This is an optimization exercise on Yosys and OpenROAD, whose aim is small area, not a production implementation.
The RTL was checked by simulation tests, not by an equivalence proof against the original design.
Power is estimated from default activity; no workload was simulated.

==> run K: inputs <==
==> flow/design.v <==
`timescale 1ns/1ps
package shell_pkg;
    localparam int WORD_W  = 32;
    localparam int DIGIT_W = 4;
    localparam int DIGITS  = 8;
    localparam int SEG_W   = 7;
    localparam int VIEW_W  = 5;
    localparam int BTN_W   = 3;
    localparam int CNT_W = 32;
    localparam int unsigned DEBOUNCE_DEFAULT = 2_500;
    localparam int unsigned SCAN_DEFAULT     = 25;
    localparam int unsigned SLOW_DEFAULT     = 12_500;
    localparam int unsigned FAST_DEFAULT     = 50;
    localparam logic [WORD_W-1:0] FALLBACK_WORD = 32'hABBA_BABA;
    localparam logic [16*SEG_W-1:0] seg_table = {
        7'b0001110, 7'b0000110, 7'b0100001, 7'b1000110,
        7'b0000011, 7'b0001000, 7'b0011000, 7'b0000000,
        7'b1111000, 7'b0000010, 7'b0010010, 7'b0011001,
        7'b0110000, 7'b0100100, 7'b1111001, 7'b1000000
    };
    typedef struct packed {
        logic [WORD_W-1:0] pc_wb;
        logic [WORD_W-1:0] array_view;
        logic [WORD_W-1:0] ra;
        logic [WORD_W-1:0] s8;
        logic [WORD_W-1:0] sp;
    } cpu_status_t;
    typedef union packed {
        logic [WORD_W-1:0]              value;
        logic [DIGITS-1:0][DIGIT_W-1:0] digits;
    } display_word_t;
    typedef struct packed {
        logic stall;
        logic step;
        logic turbo;
    } buttons_t;
endpackage
`timescale 1ns/1ps
module input_conditioner (
    input  logic              clk,
    input  logic              nrst,
    input  shell_pkg::buttons_t          buttons,
    input  logic [shell_pkg::VIEW_W-1:0] view,
    output logic              sys_nrst,
    output shell_pkg::buttons_t          clean_buttons,
    output logic [shell_pkg::VIEW_W-1:0] clean_view
);
    localparam int N = shell_pkg::VIEW_W + shell_pkg::BTN_W;
    localparam logic [11:0] HIT_VAL  = 12'b100101101001;
    localparam logic [11:0] HIT_MASK = 12'b111101101111;
    localparam logic [11:0] INV      = 12'b101010101010;
    logic         rst_meta;
    logic [N-1:0] raw;
    logic [N-1:0] sync_0;
    logic [N-1:0] sync_1;
    logic [N-1:0] clean;
    logic [11:0]  count_q [N];
    always_ff @(posedge clk, negedge nrst) begin
        if (!nrst) begin
            rst_meta <= 1'b0;
            sys_nrst <= 1'b0;
        end else begin
            rst_meta <= 1'b1;
            sys_nrst <= rst_meta;
        end
    end
    assign raw = {view, buttons};
    always_ff @(posedge clk) begin
        if (!sys_nrst) begin
            sync_0 <= '0;
        end else begin
            sync_0 <= raw;
        end
        sync_1 <= sync_0;
    end
    for (genvar i = 0; i < N; i++) begin : g_bit
        logic [11:0] count;
        assign count = count_q[i] ^ INV;
        always_ff @(posedge clk) begin
            if (!sys_nrst) begin
                count_q[i] <= 12'd1 ^ INV;
            end else if (sync_0[i] != sync_1[i]) begin
                count_q[i] <= 12'd0 ^ INV;
            end else begin
                count_q[i] <= {count[10:0], ~(count[11] ^ count[0])} ^ INV;
            end
        end
        always_ff @(posedge clk) begin
            if (!sys_nrst) begin
                clean[i] <= 1'b0;
            end else if ((count & HIT_MASK) == HIT_VAL) begin
                clean[i] <= sync_1[i];
            end
        end
    end
    assign {clean_view, clean_buttons} = clean;
endmodule
`timescale 1ns/1ps
module run_control (
    input  logic     clk,
    input  logic     nrst,
    input  shell_pkg::buttons_t clean_buttons,
    input  logic     step_ready,
    output logic     step_valid
);
    localparam logic [13:0] FAST_VAL  = 14'b11001010101011;   
    localparam logic [13:0] FAST_MASK = 14'b10100000000100;
    localparam logic [13:0] SLOW_VAL  = 14'b01100011111000;   
    localparam logic [13:0] SLOW_MASK = 14'b00111111111111;
    localparam logic [13:0] INV       = 14'b10101010101010;
    logic [13:0] rate_q;
    logic [13:0] rate_count;
    logic        turbo_prev;
    logic        turbo_changed;
    logic        step_prev;
    logic        at_last;
    logic        tick;
    logic        step_edge;
    logic        request;
    assign rate_count = rate_q ^ INV;
    assign at_last = clean_buttons.turbo ? ((rate_count & FAST_MASK) == (FAST_VAL & FAST_MASK))
                                         : ((rate_count & SLOW_MASK) == (SLOW_VAL & SLOW_MASK));
    assign turbo_changed = clean_buttons.turbo != turbo_prev;
    assign tick          = !turbo_changed && at_last;
    assign step_edge     = clean_buttons.step && !step_prev;
    assign request       = clean_buttons.stall ? step_edge : tick;
    always_ff @(posedge clk) begin
        if (!nrst) begin
            rate_q     <= INV;
            turbo_prev <= 1'b0;
            step_prev  <= 1'b0;
        end else begin
            turbo_prev <= clean_buttons.turbo;
            step_prev  <= clean_buttons.step;
            if (turbo_changed || at_last) begin
                rate_q <= INV;
            end else begin
                rate_q <= {rate_count[12:0],
                           ~(rate_count[13] ^ rate_count[11] ^ rate_count[0])} ^ INV;
            end
        end
    end
    always_ff @(posedge clk, negedge nrst) begin
        if (!nrst) begin
            step_valid <= 1'b0;
        end else if (step_valid && step_ready) begin
            step_valid <= 1'b0;
        end else if (request) begin
            step_valid <= 1'b1;
        end
    end
endmodule
`timescale 1ns/1ps
module view_select (
    input  logic              clk,
    input  logic              nrst,
    input  logic [shell_pkg::VIEW_W-1:0] clean_view,
    output logic [4:0]        sel
);
    always_ff @(posedge clk, negedge nrst) begin
        if (!nrst) begin
            sel <= '0;
        end else begin
            for (int k = 0; k < 5; k++) begin
                sel[k] <= clean_view == (5'd1 << k);
            end
        end
    end
endmodule
`timescale 1ns/1ps
module display_scan (
    input  logic              clk,
    input  logic              nrst,
    input  shell_pkg::cpu_status_t       status,
    input  logic [4:0]        sel,
    output logic [shell_pkg::DIGITS-1:0] an,
    output logic [shell_pkg::SEG_W-1:0]  seg
);
    logic [4:0] scan_count;
    logic [2:0] digit_idx;
    logic       wrap;
    logic [7:0] dsel;
    logic [3:0] nib_w [5];
    logic [3:0] nib;
    logic [159:0] words;
    assign wrap = scan_count[4] & ~scan_count[3] & ~scan_count[1] & ~scan_count[0];   
    always_ff @(posedge clk) begin
        if (!nrst || wrap) begin
            scan_count <= '0;
        end else begin
            scan_count <= {scan_count[3:0], ~(scan_count[4] ^ scan_count[2])};
        end
    end
    always_ff @(posedge clk, negedge nrst) begin
        if (!nrst) begin
            digit_idx <= '0;
        end else if (wrap) begin
            digit_idx <= digit_idx + 1'b1;
        end
    end
    always_comb begin
        for (int d = 0; d < 8; d++) begin
            dsel[d] = digit_idx == 3'(d);
        end
    end
    assign an = ~dsel;
    logic [31:0] shown;
    always_comb begin
        shown = '0;
        for (int w = 0; w < 5; w++) begin
            shown = shown | ({32{sel[w]}} & status[w*32 +: 32]);
        end
        if (sel == 5'd0) shown = shell_pkg::FALLBACK_WORD;
        nib = '0;
        for (int d = 0; d < 8; d++) begin
            nib = nib | ({4{dsel[d]}} & shown[d*4 +: 4]);
        end
    end
    always_comb begin
        case (nib)
            4'h0: seg = 7'b1000000;
            4'h1: seg = 7'b1111001;
            4'h2: seg = 7'b0100100;
            4'h3: seg = 7'b0110000;
            4'h4: seg = 7'b0011001;
            4'h5: seg = 7'b0010010;
            4'h6: seg = 7'b0000010;
            4'h7: seg = 7'b1111000;
            4'h8: seg = 7'b0000000;
            4'h9: seg = 7'b0011000;
            4'hA: seg = 7'b0001000;
            4'hB: seg = 7'b0000011;
            4'hC: seg = 7'b1000110;
            4'hD: seg = 7'b0100001;
            4'hE: seg = 7'b0000110;
            default: seg = 7'b0001110;
        endcase
    end
endmodule
`timescale 1ns/1ps
module board_shell #(
    parameter int unsigned DEBOUNCE_CYCLES = shell_pkg::DEBOUNCE_DEFAULT,
    parameter int unsigned SCAN_CYCLES     = shell_pkg::SCAN_DEFAULT,
    parameter int unsigned SLOW_CYCLES     = shell_pkg::SLOW_DEFAULT,
    parameter int unsigned FAST_CYCLES     = shell_pkg::FAST_DEFAULT
) (
    input  logic              clk,
    input  logic              nrst,
    input  shell_pkg::buttons_t          buttons,
    input  logic [shell_pkg::VIEW_W-1:0] view,
    input  shell_pkg::cpu_status_t       status,
    input  logic              step_ready,
    output logic [shell_pkg::DIGITS-1:0] an,
    output logic [shell_pkg::SEG_W-1:0]  seg,
    output logic              step_valid,
    output logic              core_nrst
);
    shell_pkg::buttons_t          clean_buttons;
    logic [shell_pkg::VIEW_W-1:0] clean_view;
    logic [4:0]                   sel;
    input_conditioner i_input_conditioner (
        .clk          (clk),
        .nrst         (nrst),
        .buttons      (buttons),
        .view         (view),
        .sys_nrst     (core_nrst),
        .clean_buttons(clean_buttons),
        .clean_view   (clean_view)
    );
    run_control i_run_control (
        .clk          (clk),
        .nrst         (core_nrst),
        .clean_buttons(clean_buttons),
        .step_ready   (step_ready),
        .step_valid   (step_valid)
    );
    view_select i_view_select (
        .clk       (clk),
        .nrst      (core_nrst),
        .clean_view(clean_view),
        .sel       (sel)
    );
    display_scan i_display_scan (
        .clk   (clk),
        .nrst  (core_nrst),
        .status(status),
        .sel   (sel),
        .an    (an),
        .seg   (seg)
    );
endmodule
==> flow/flow/run.sh <==
#!/bin/bash
# Standard synthesis and layout (standard.sh), with these changes to how the
# layout is made:
#  * after floorplanning, every cell is swapped for the smallest cell with the
#    same function (flow/downsize.tcl); placement's repair_design and the
#    later timing repair size cells up again where needed;
#  * every input and output port still gets its own buffer, but a
#    sky130_fd_sc_hd__buf_1 rather than the delay-cell default;
#  * clock tree synthesis builds its tree from sky130_fd_sc_hd__clkbuf_4 and
#    inserts no dummy loads.
# The full output of the flow goes to flow_run.log in the work folder.
set -euo pipefail
export POST_FLOORPLAN_TCL="$PWD/flow/downsize.tcl"
export BUFFER_PORTS_ARGS="-buffer_cell sky130_fd_sc_hd__buf_1"
export CTS_ARGS="-sink_clustering_enable -repair_clock_nets -dont_use_dummy_load -buf_list sky130_fd_sc_hd__clkbuf_4"
bash standard.sh > flow_run.log 2>&1
==> flow/flow/downsize.tcl <==
# Give every cell the smallest-area cell of the platform's library with the
# same function and pins (same name up to the drive-strength suffix); the
# placement's repair_design and the later timing repair size cells up again
# where slew, capacitance or timing need it.
set n_swapped 0
set lib_area [dict create]
foreach lc [get_lib_cells sky130_fd_sc_hd__*] {
  dict set lib_area [get_name $lc] [get_property $lc area]
}
foreach inst [get_cells *] {
  set master [get_property $inst ref_name]
  if {![regexp {^(sky130_fd_sc_hd__[a-z0-9]+)_([0-9]+)$} $master -> base drive]} { continue }
  set best $master
  set best_area [dict get $lib_area $master]
  dict for {name area} $lib_area {
    if {[regexp "^${base}_(\[0-9\]+)\$" $name]} {
      if {$area < $best_area} { set best $name; set best_area $area }
    }
  }
  if {$best ne $master} {
    replace_cell $inst [get_lib_cells $best]
    incr n_swapped
  }
}
puts "downsize: replaced $n_swapped cells with smaller ones"
==> flow/standard.sh <==
#!/bin/bash
# synth_recipe.tcl (not shown) runs the flow's synth.tcl, then flattens the netlist and writes it again
# the make line also repeats each setting of config.mk as NAME=value (left out here)
make -C /OpenROAD-flow-scripts/flow DESIGN_CONFIG=/design/flow/config.mk WORK_HOME=/design/flow/orfs CLKGATE_MAP_FILE= SYNTH_SCRIPT=/design/flow/synth_recipe.tcl "${@:-finish}"
==> flow/config.mk <==
export PLATFORM = sky130hd
export DESIGN_NAME = board_shell
export DESIGN_NICKNAME = board_shell
export VERILOG_FILES = /design/flow/design.v
export SDC_FILE = /design/flow/constraint.sdc
export NUM_CORES = 4
export LEC_CHECK = 0
export CAP_MARGIN = 20
export CORE_MARGIN = 2
export CORE_UTILIZATION = 40
export SLEW_MARGIN = 20
==> flow/constraint.sdc <==
create_clock -name core_clock -period 10.0 [get_ports {clk}]
set_input_delay 2.0000 -clock core_clock [delete_from_list [all_inputs] [get_ports {clk}]]
set_output_delay 2.0000 -clock core_clock [all_outputs]
set_load 0.01 [all_outputs]
==> inputs of run X, as changes to run K <==
--- a/flow/design.v
+++ b/flow/design.v
@@ -49,5 +49,4 @@
     localparam logic [11:0] HIT_VAL  = 12'b100101101001;
     localparam logic [11:0] HIT_MASK = 12'b111101101111;
-    localparam logic [11:0] INV      = 12'b101010101010;
     logic         rst_meta;
     logic [N-1:0] raw;
@@ -55,5 +54,5 @@
     logic [N-1:0] sync_1;
     logic [N-1:0] clean;
-    logic [11:0]  count_q [N];
+    logic [11:0]  count [N];
     always_ff @(posedge clk, negedge nrst) begin
         if (!nrst) begin
@@ -69,19 +68,18 @@
         if (!sys_nrst) begin
             sync_0 <= '0;
+            sync_1 <= '0;
         end else begin
             sync_0 <= raw;
-        end
-        sync_1 <= sync_0;
+            sync_1 <= sync_0;
+        end
     end
     for (genvar i = 0; i < N; i++) begin : g_bit
-        logic [11:0] count;
-        assign count = count_q[i] ^ INV;
         always_ff @(posedge clk) begin
             if (!sys_nrst) begin
-                count_q[i] <= 12'd1 ^ INV;
+                count[i] <= 12'd1;
             end else if (sync_0[i] != sync_1[i]) begin
-                count_q[i] <= 12'd0 ^ INV;
+                count[i] <= '0;
             end else begin
-                count_q[i] <= {count[10:0], ~(count[11] ^ count[0])} ^ INV;
+                count[i] <= {count[i][10:0], ~(count[i][11] ^ count[i][0])};
             end
         end
@@ -89,5 +87,5 @@
             if (!sys_nrst) begin
                 clean[i] <= 1'b0;
-            end else if ((count & HIT_MASK) == HIT_VAL) begin
+            end else if ((count[i] & HIT_MASK) == HIT_VAL) begin
                 clean[i] <= sync_1[i];
             end
@@ -108,6 +106,4 @@
     localparam logic [13:0] SLOW_VAL  = 14'b01100011111000;   
     localparam logic [13:0] SLOW_MASK = 14'b00111111111111;
-    localparam logic [13:0] INV       = 14'b10101010101010;
-    logic [13:0] rate_q;
     logic [13:0] rate_count;
     logic        turbo_prev;
@@ -118,5 +114,4 @@
     logic        step_edge;
     logic        request;
-    assign rate_count = rate_q ^ INV;
     assign at_last = clean_buttons.turbo ? ((rate_count & FAST_MASK) == (FAST_VAL & FAST_MASK))
                                          : ((rate_count & SLOW_MASK) == (SLOW_VAL & SLOW_MASK));
@@ -127,5 +122,5 @@
     always_ff @(posedge clk) begin
         if (!nrst) begin
-            rate_q     <= INV;
+            rate_count <= '0;
             turbo_prev <= 1'b0;
             step_prev  <= 1'b0;
@@ -134,8 +129,8 @@
             step_prev  <= clean_buttons.step;
             if (turbo_changed || at_last) begin
-                rate_q <= INV;
+                rate_count <= '0;
             end else begin
-                rate_q <= {rate_count[12:0],
-                           ~(rate_count[13] ^ rate_count[11] ^ rate_count[0])} ^ INV;
+                rate_count <= {rate_count[12:0],
+                               ~(rate_count[13] ^ rate_count[11] ^ rate_count[0])};
             end
         end
@@ -156,6 +151,8 @@
     input  logic              nrst,
     input  logic [shell_pkg::VIEW_W-1:0] clean_view,
-    output logic [4:0]        sel
-);
+    input  shell_pkg::cpu_status_t       status,
+    output shell_pkg::display_word_t     shown
+);
+    logic [4:0] sel;
     always_ff @(posedge clk, negedge nrst) begin
         if (!nrst) begin
@@ -167,4 +164,10 @@
         end
     end
+    assign shown.value = ({32{sel[4]}} & status.pc_wb)
+                       | ({32{sel[3]}} & status.array_view)
+                       | ({32{sel[2]}} & status.ra)
+                       | ({32{sel[1]}} & status.s8)
+                       | ({32{sel[0]}} & status.sp)
+                       | ({32{sel == 5'd0}} & shell_pkg::FALLBACK_WORD);
 endmodule
 `timescale 1ns/1ps
@@ -172,6 +175,5 @@
     input  logic              clk,
     input  logic              nrst,
-    input  shell_pkg::cpu_status_t       status,
-    input  logic [4:0]        sel,
+    input  shell_pkg::display_word_t     shown,
     output logic [shell_pkg::DIGITS-1:0] an,
     output logic [shell_pkg::SEG_W-1:0]  seg
@@ -180,8 +182,4 @@
     logic [2:0] digit_idx;
     logic       wrap;
-    logic [7:0] dsel;
-    logic [3:0] nib_w [5];
-    logic [3:0] nib;
-    logic [159:0] words;
     assign wrap = scan_count[4] & ~scan_count[3] & ~scan_count[1] & ~scan_count[0];   
     always_ff @(posedge clk) begin
@@ -199,42 +197,6 @@
         end
     end
-    always_comb begin
-        for (int d = 0; d < 8; d++) begin
-            dsel[d] = digit_idx == 3'(d);
-        end
-    end
-    assign an = ~dsel;
-    logic [31:0] shown;
-    always_comb begin
-        shown = '0;
-        for (int w = 0; w < 5; w++) begin
-            shown = shown | ({32{sel[w]}} & status[w*32 +: 32]);
-        end
-        if (sel == 5'd0) shown = shell_pkg::FALLBACK_WORD;
-        nib = '0;
-        for (int d = 0; d < 8; d++) begin
-            nib = nib | ({4{dsel[d]}} & shown[d*4 +: 4]);
-        end
-    end
-    always_comb begin
-        case (nib)
-            4'h0: seg = 7'b1000000;
-            4'h1: seg = 7'b1111001;
-            4'h2: seg = 7'b0100100;
-            4'h3: seg = 7'b0110000;
-            4'h4: seg = 7'b0011001;
-            4'h5: seg = 7'b0010010;
-            4'h6: seg = 7'b0000010;
-            4'h7: seg = 7'b1111000;
-            4'h8: seg = 7'b0000000;
-            4'h9: seg = 7'b0011000;
-            4'hA: seg = 7'b0001000;
-            4'hB: seg = 7'b0000011;
-            4'hC: seg = 7'b1000110;
-            4'hD: seg = 7'b0100001;
-            4'hE: seg = 7'b0000110;
-            default: seg = 7'b0001110;
-        endcase
-    end
+    assign an = ~(8'd1 << digit_idx);
+    assign seg = shell_pkg::seg_table[shown.digits[digit_idx]*shell_pkg::SEG_W +: shell_pkg::SEG_W];
 endmodule
 `timescale 1ns/1ps
@@ -258,5 +220,5 @@
     shell_pkg::buttons_t          clean_buttons;
     logic [shell_pkg::VIEW_W-1:0] clean_view;
-    logic [4:0]                   sel;
+    shell_pkg::display_word_t     shown;
     input_conditioner i_input_conditioner (
         .clk          (clk),
@@ -279,13 +241,13 @@
         .nrst      (core_nrst),
         .clean_view(clean_view),
-        .sel       (sel)
+        .status    (status),
+        .shown     (shown)
     );
     display_scan i_display_scan (
-        .clk   (clk),
-        .nrst  (core_nrst),
-        .status(status),
-        .sel   (sel),
-        .an    (an),
-        .seg   (seg)
-    );
-endmodule
+        .clk  (clk),
+        .nrst (core_nrst),
+        .shown(shown),
+        .an   (an),
+        .seg  (seg)
+    );
+endmodule
==> flow/run.sh (new file) <==
#!/bin/bash
# synth_recipe.tcl (not shown) runs the flow's synth.tcl, then flattens the netlist and writes it again
# the make line also repeats each setting of config.mk as NAME=value (left out here)
make -C /OpenROAD-flow-scripts/flow DESIGN_CONFIG=/design/flow/config.mk WORK_HOME=/design/flow/orfs CLKGATE_MAP_FILE= SYNTH_SCRIPT=/design/flow/synth_recipe.tcl finish
removed: flow/flow/run.sh
removed: flow/flow/downsize.tcl
removed: flow/standard.sh
==> inputs of run B, as changes to run K <==
--- a/flow/design.v
+++ b/flow/design.v
@@ -205,14 +205,18 @@
     end
     assign an = ~dsel;
-    logic [31:0] shown;
+    assign words = status;
     always_comb begin
-        shown = '0;
         for (int w = 0; w < 5; w++) begin
-            shown = shown | ({32{sel[w]}} & status[w*32 +: 32]);
-        end
-        if (sel == 5'd0) shown = shell_pkg::FALLBACK_WORD;
+            nib_w[w] = '0;
+            for (int d = 0; d < 8; d++) begin
+                nib_w[w] = nib_w[w] | ({4{dsel[d]}} & words[w*32 + d*4 +: 4]);
+            end
+        end
         nib = '0;
-        for (int d = 0; d < 8; d++) begin
-            nib = nib | ({4{dsel[d]}} & shown[d*4 +: 4]);
+        for (int w = 0; w < 5; w++) begin
+            nib = nib | ({4{sel[w]}} & nib_w[w]);
+        end
+        if (sel == 5'd0) begin
+            nib = {3'b101, dsel[1] | dsel[3] | dsel[5] | dsel[6]};
         end
     end
==> flow/flow/run.sh (replaced) <==
#!/bin/bash
# Standard synthesis and layout (standard.sh), with two changes to how the
# layout is made:
#  * every input and output port still gets its own buffer, but a
#    sky130_fd_sc_hd__buf_1 rather than the delay-cell default;
#  * clock tree synthesis inserts no dummy loads.
# The full output of the flow goes to flow_run.log in the work folder.
set -euo pipefail
export BUFFER_PORTS_ARGS="-buffer_cell sky130_fd_sc_hd__buf_1"
export CTS_ARGS="-sink_clustering_enable -repair_clock_nets -dont_use_dummy_load"
bash standard.sh > flow_run.log 2>&1
removed: flow/flow/downsize.tcl
==> results.txt <==
Yosys:
- The complex-gate fraction of the synthesized area is 0.130.

Layout:
- The library cell used most frequently in the layout, excluding fill and tap cells, is clkdlybuf4s50_1.
- The number of antenna diodes is 3.
- The area taken by flip-flops and latches is 3100 µm².
- The clock network area share is 0.0631.

Min path:
- The worst hold path was traced through 0 stages.

Pwr:
- In this run the power density over the cells is 177 nW/µm².
- The part of the power in combinational logic is 0.210.

Outcome:
- The flow ran to the end and the layout has no timing, DRC or antenna violations.

GRT:
- For this run, the total global-route usage over all layers was measured as 0.211.
# the run above: run X

==> results.txt <==
Outcome:
- The flow ran to the end and the layout has no timing, DRC or antenna violations.

Layout:
- Across the whole layout, storage elements account for 3100 µm².
- In the finished design the tool counted flip-flops and latches totalling 152.
- The fraction of final cell area spent on clock buffers and inverters in this run is 0.0588.
- The final core utilization is 0.496.
- The sequential share of cell area is 0.429.
- The number of antenna diodes is 0.
- The cell kind with the greatest summed area is flip-flops and latches.
- Leaving out fill and tap cells, the most frequent cell in the layout is buf_1.

Setup path:
- The kind of critical path is reg2out.
- At the worst endpoint, the arrival time is 4.90 ns.
- At the worst endpoint, the required time is 8.00 ns.

GRT:
- The total global-route track usage is 0.190.
- The leftover overflow at the end of global routing is 0.

Pwr:
- The part of the power in combinational logic is 0.193.
- The power per cell area is 193 nW/µm².

Yosys:
- The complex-gate fraction of the synthesized area was 0.136.
# the run above: run B

==> results.txt <==
Outcome:
- The run finished with no timing, DRC or antenna violations.

Min path:
- The worst hold path was traced through 0 stages.

Layout:
- The clock network area share is 0.0188.
- The library cells used most frequently in the layout, excluding fill and tap cells, are 187 x buf_1, 141 x dfxtp_1, 98 x nand2_1.
- The repair_antennas step left the layout with diodes totalling 1.
- The flip-flop count of the largest register, all copies and words added is 96.
- Registers take 3100 µm².

Yosys:
- After synthesis, the most frequently instantiated cells are 141 x dfxtp_1, 98 x nand2_1, 56 x nor2_1, 36 x a22oi_1.
- The complex-gate fraction of the synthesized area is 0.145.
- The fraction of synthesis flops using an asynchronous set or reset pin is 0.0724.

Pwr:
- The power per cell area is 173 nW/µm².

Setup path:
- The worst setup path is captured at an output pin.
- The number of buffers and inverters on the critical path is 2.

GRT:
- For this run, the total global-route usage over all layers was measured as 0.198.
# the run above: run K

[re-timing with driven ports]
How much do the figures lean on ideal ports? The routed layouts below were timed once more, with nothing changed but the port constraints.
Step 1, drivers: a clkbuf_16 drives clk and a buf_2 each remaining input, both assumed.
Step 2 moves the port delays by t, midway between the first and last clock arrival at a register: inputs arrive t later, outputs are due t later. That takes back most of the time a late clock gives input paths.
Three values: ideal ports, drivers, drivers and shift; two values: the first two.
run	shift t [ns]	slack for setup (ns)	pins driven straight from the clock port
run K	0.522	3.406 / 3.383 / 3.383	1
run X	0.445	3.303 / 3.278 / 3.278	1
run B	0.435	3.097 / 3.061 / 3.341	1
After both steps every run listed still meets setup and hold. For run X, which loses most, drivers alone change the setup slack by -0.025 ns; drivers and shift together by -0.025 ns.
